Context: an optimization exercise on an open-source flow, tuned for small area, a short achievable clock period and few clock cycles. The choices shown serve that exercise and are no tape-out recipe.
Function was checked by simulation only, so behaviour that the tests miss may differ from the original.
No activity file was given, so power comes from the tool's default toggle rates.

==> flow/design.v (excerpt) <==
module transpose_pingpong #(
  parameter  int VALUE_WIDTH     = 17,
  parameter  int N               = 8,
  localparam int AXIS_DATA_WIDTH = 8 * ((VALUE_WIDTH - 1) / 8 + 1)
) (
  input  logic                       i_clk,
  input  logic                       i_aresetn,
  input  logic                       i_axis_TVALID,
  output logic                       o_axis_TREADY,
  input  logic [AXIS_DATA_WIDTH-1:0] i_axis_TDATA,
  input  logic                       i_axis_TLAST,
  output logic                       o_axis_TVALID,
  input  logic                       i_axis_TREADY,
  output logic [AXIS_DATA_WIDTH-1:0] o_axis_TDATA,
  output logic                       o_axis_TLAST,
  output logic                       o_tlast_err
);
Size in the first run: ~1500 cells after synthesis, ~1100 flip-flops, ~57 I/O pins, roughly 0.026 mm² of cells after synthesis.
==> flow/config.mk <==
export PLATFORM = sky130hd
export DESIGN_NAME = transpose_pingpong
export DESIGN_NICKNAME = transpose_pingpong
export VERILOG_FILES = /design/flow/design.v
export SDC_FILE = /design/flow/constraint.sdc
export NUM_CORES = 4
export LEC_CHECK = 0
export ABC_CLOCK_PERIOD_IN_PS = 2000
export CAP_MARGIN = 20
export CORE_MARGIN = 2
export CORE_UTILIZATION = 60
export CTS_BUF_LIST = sky130_fd_sc_hd__clkbuf_16 sky130_fd_sc_hd__clkbuf_8
export CTS_CLUSTER_DIAMETER = 70
export CTS_CLUSTER_SIZE = 34
export PLACE_DENSITY = 0.75
export SETUP_SLACK_MARGIN = 2.0
export SLEW_MARGIN = 20
==> flow/constraint.sdc <==
create_clock -name core_clock -period 4.0 [get_ports {i_clk}]
set_input_delay 0.8000 -clock core_clock [delete_from_list [all_inputs] [get_ports {i_clk}]]
set_output_delay 0.8000 -clock core_clock [all_outputs]
set_load 0.01 [all_outputs]
run.sh (not shown) runs the stock make flow with config.mk's settings and CLKGATE_MAP_FILE= SYNTH_SCRIPT=/design/flow/synth_recipe.tcl, a recipe that flattens the netlist after the stock synthesis.
Testbench counts at the start, summed over its fixed seeds: cycles 16,904.
Rerun with:
==> flow/flow/run.sh (new file) <==
#!/bin/bash
# The standard layout (standard.sh), with two changes to how it is made:
# the port buffers are plain buf_4 cells, and the resizer may change a cell's
# footprint while repairing (the platform otherwise restricts it to cells of
# the same footprint, which keeps slow delay cells on the ports).
set -euo pipefail
bash standard.sh MATCH_CELL_FOOTPRINT=0 "BUFFER_PORTS_ARGS=-buffer_cell sky130_fd_sc_hd__buf_4" finish > standard_flow.log 2>&1
==> flow/standard.sh (new file) <==
#!/bin/bash
# synth_recipe.tcl (not shown) runs the flow's synth.tcl, then flattens the netlist and writes it again
# the make line also repeats each setting of config.mk as NAME=value (left out here)
make -C /OpenROAD-flow-scripts/flow DESIGN_CONFIG=/design/flow/config.mk WORK_HOME=/design/flow/orfs CLKGATE_MAP_FILE= SYNTH_SCRIPT=/design/flow/synth_recipe.tcl "${@:-finish}"
removed: flow/run.sh
The new run ran to the end with no violations; synthesized area stays the same; synthesized cell count stays the same; power came out lower by 0.83%; sequential power stays flat; clock skew hardly moves; wire length goes down by 1.4%; maximum frequency grows by 2.0%; first-iteration DRC count goes down by 15%; worst setup slack gets better by 0.039 ns; die area does not change; non-clock buffer count decreases by 5.
Rerun with:
==> flow/flow/run.sh (replaced) <==
#!/bin/bash
# The standard layout (standard.sh), with two changes to how it is made:
# the port buffers are plain buf_2 cells, and the resizer may change a cell's
# footprint while repairing (the platform otherwise restricts it to cells of
# the same footprint, which keeps slow delay cells on the ports).
set -euo pipefail
bash standard.sh MATCH_CELL_FOOTPRINT=0 "BUFFER_PORTS_ARGS=-buffer_cell sky130_fd_sc_hd__buf_2" finish > standard_flow.log 2>&1
--- a/flow/config.mk
+++ b/flow/config.mk
@@ -9,9 +9,9 @@
 export CAP_MARGIN = 20
 export CORE_MARGIN = 2
-export CORE_UTILIZATION = 60
+export CORE_UTILIZATION = 66
 export CTS_BUF_LIST = sky130_fd_sc_hd__clkbuf_16 sky130_fd_sc_hd__clkbuf_8
 export CTS_CLUSTER_DIAMETER = 70
 export CTS_CLUSTER_SIZE = 34
-export PLACE_DENSITY = 0.75
+export PLACE_DENSITY = 0.8
 export SETUP_SLACK_MARGIN = 2.0
 export SLEW_MARGIN = 20
What happened:
- The changed run finished clean
- worst setup slack is better by 0.0091 ns
- sequential power stays flat
- worst hold slack is better by 0.16 ns
- count of clock-buffer cells in the layout does not change
- cell area is lower by 0.84%
Rerun with:
==> flow/flow/run.sh (replaced) <==
#!/bin/bash
# The standard layout (standard.sh), with two changes to how it is made:
# the port buffers are plain buf_4 cells, and the resizer may change a cell's
# footprint while repairing (the platform otherwise restricts it to cells of
# the same footprint, which keeps slow delay cells on the ports).
set -euo pipefail
bash standard.sh MATCH_CELL_FOOTPRINT=0 "BUFFER_PORTS_ARGS=-buffer_cell sky130_fd_sc_hd__buf_4" finish > standard_flow.log 2>&1
--- a/flow/config.mk
+++ b/flow/config.mk
@@ -9,9 +9,9 @@
 export CAP_MARGIN = 20
 export CORE_MARGIN = 2
-export CORE_UTILIZATION = 66
+export CORE_UTILIZATION = 60
 export CTS_BUF_LIST = sky130_fd_sc_hd__clkbuf_16 sky130_fd_sc_hd__clkbuf_8
 export CTS_CLUSTER_DIAMETER = 70
 export CTS_CLUSTER_SIZE = 34
-export PLACE_DENSITY = 0.8
-export SETUP_SLACK_MARGIN = 2.0
+export PLACE_DENSITY = 0.75
+export SETUP_SLACK_MARGIN = 1.9
 export SLEW_MARGIN = 20
Sequential power stays flat.
Synthesized area stays the same.
Synthesized cell count stays the same.
Wire length decreases by 8.2%.
Power decreases by 0.30%.
Rerun with:
--- a/flow/config.mk
+++ b/flow/config.mk
@@ -9,9 +9,9 @@
 export CAP_MARGIN = 20
 export CORE_MARGIN = 2
-export CORE_UTILIZATION = 60
+export CORE_UTILIZATION = 50
 export CTS_BUF_LIST = sky130_fd_sc_hd__clkbuf_16 sky130_fd_sc_hd__clkbuf_8
 export CTS_CLUSTER_DIAMETER = 70
 export CTS_CLUSTER_SIZE = 34
-export PLACE_DENSITY = 0.75
-export SETUP_SLACK_MARGIN = 1.9
+export PLACE_DENSITY = 0.7
+export SETUP_SLACK_MARGIN = 2.0
 export SLEW_MARGIN = 20
Effect: Hold slack is worse by 0.0035 ns. Setup slack gains 0.019 ns. Area after synthesis does not change. Sequential share of layout area is lower by 0.88 points. Total power increases by 1.5%. Design area went up by 1.1%. Cell count grows by 4.6%. Count of clock-buffer cells in the layout rises by 1. Non-clock buffer count does not change.
Rerun with:
==> flow/flow/run.sh (replaced) <==
#!/bin/bash
# The standard layout (standard.sh), with two changes to how it is made:
# the port buffers are plain buf_2 cells, and the resizer may change a cell's
# footprint while repairing (the platform otherwise restricts it to cells of
# the same footprint, which keeps slow delay cells on the ports).
set -euo pipefail
bash standard.sh MATCH_CELL_FOOTPRINT=0 "BUFFER_PORTS_ARGS=-buffer_cell sky130_fd_sc_hd__buf_2" finish > standard_flow.log 2>&1
--- a/flow/config.mk
+++ b/flow/config.mk
@@ -6,12 +6,13 @@
 export NUM_CORES = 4
 export LEC_CHECK = 0
+export ABC_AREA = 1
 export ABC_CLOCK_PERIOD_IN_PS = 2000
 export CAP_MARGIN = 20
 export CORE_MARGIN = 2
-export CORE_UTILIZATION = 50
+export CORE_UTILIZATION = 60
 export CTS_BUF_LIST = sky130_fd_sc_hd__clkbuf_16 sky130_fd_sc_hd__clkbuf_8
 export CTS_CLUSTER_DIAMETER = 70
 export CTS_CLUSTER_SIZE = 34
-export PLACE_DENSITY = 0.7
+export PLACE_DENSITY = 0.75
 export SETUP_SLACK_MARGIN = 2.0
 export SLEW_MARGIN = 20
Result: The new run went through all stages and came out clean. Fmax fell by 2.0%. Die area drops by 16%. Sequential cell count stays the same. Final cell count increases by about 6%.

separate check: timing with driven ports:
Ports are ideal in the flow. The routed layouts listed here were re-timed in OpenROAD.
Step 1: set_driving_cell puts a clkbuf_16 on i_clk and a buf_2 on each other input, an assumption about the parent block.
Step 2 moves the port delays by t, midway between the first and last clock arrival at a register: inputs arrive t later, outputs are due t later. That takes back most of the time a late clock gives input paths.
Three values: no drivers, after step 1, after step 2; two values: the first two.
| run | t (ns) | setup WS [ns] | clock arrival spread, ns |
|---|---|---|---|
| the first run | 0.637 | 2.014 / 1.961 / 1.414 | 0.027 / 0.027 |
| the second run | 0.645 | 2.053 / 1.998 / 1.665 | 0.027 / 0.027 |
| the third run | 0.625 | 2.062 / 2.006 / 1.673 | 0.021 / 0.021 |
| the fourth run | 0.643 | 2.035 / 1.990 / 1.625 | 0.023 / 0.023 |
| the fifth run | 0.633 | 2.054 / 1.996 / 1.642 | 0.042 / 0.042 |
| the sixth run | 0.636 | 2.014 / 1.956 / 1.696 | 0.034 / 0.034 |
After both steps every run listed still meets setup and hold. For the first run, which loses most, drivers alone change the setup slack by -0.053 ns; drivers and shift together by -0.600 ns.
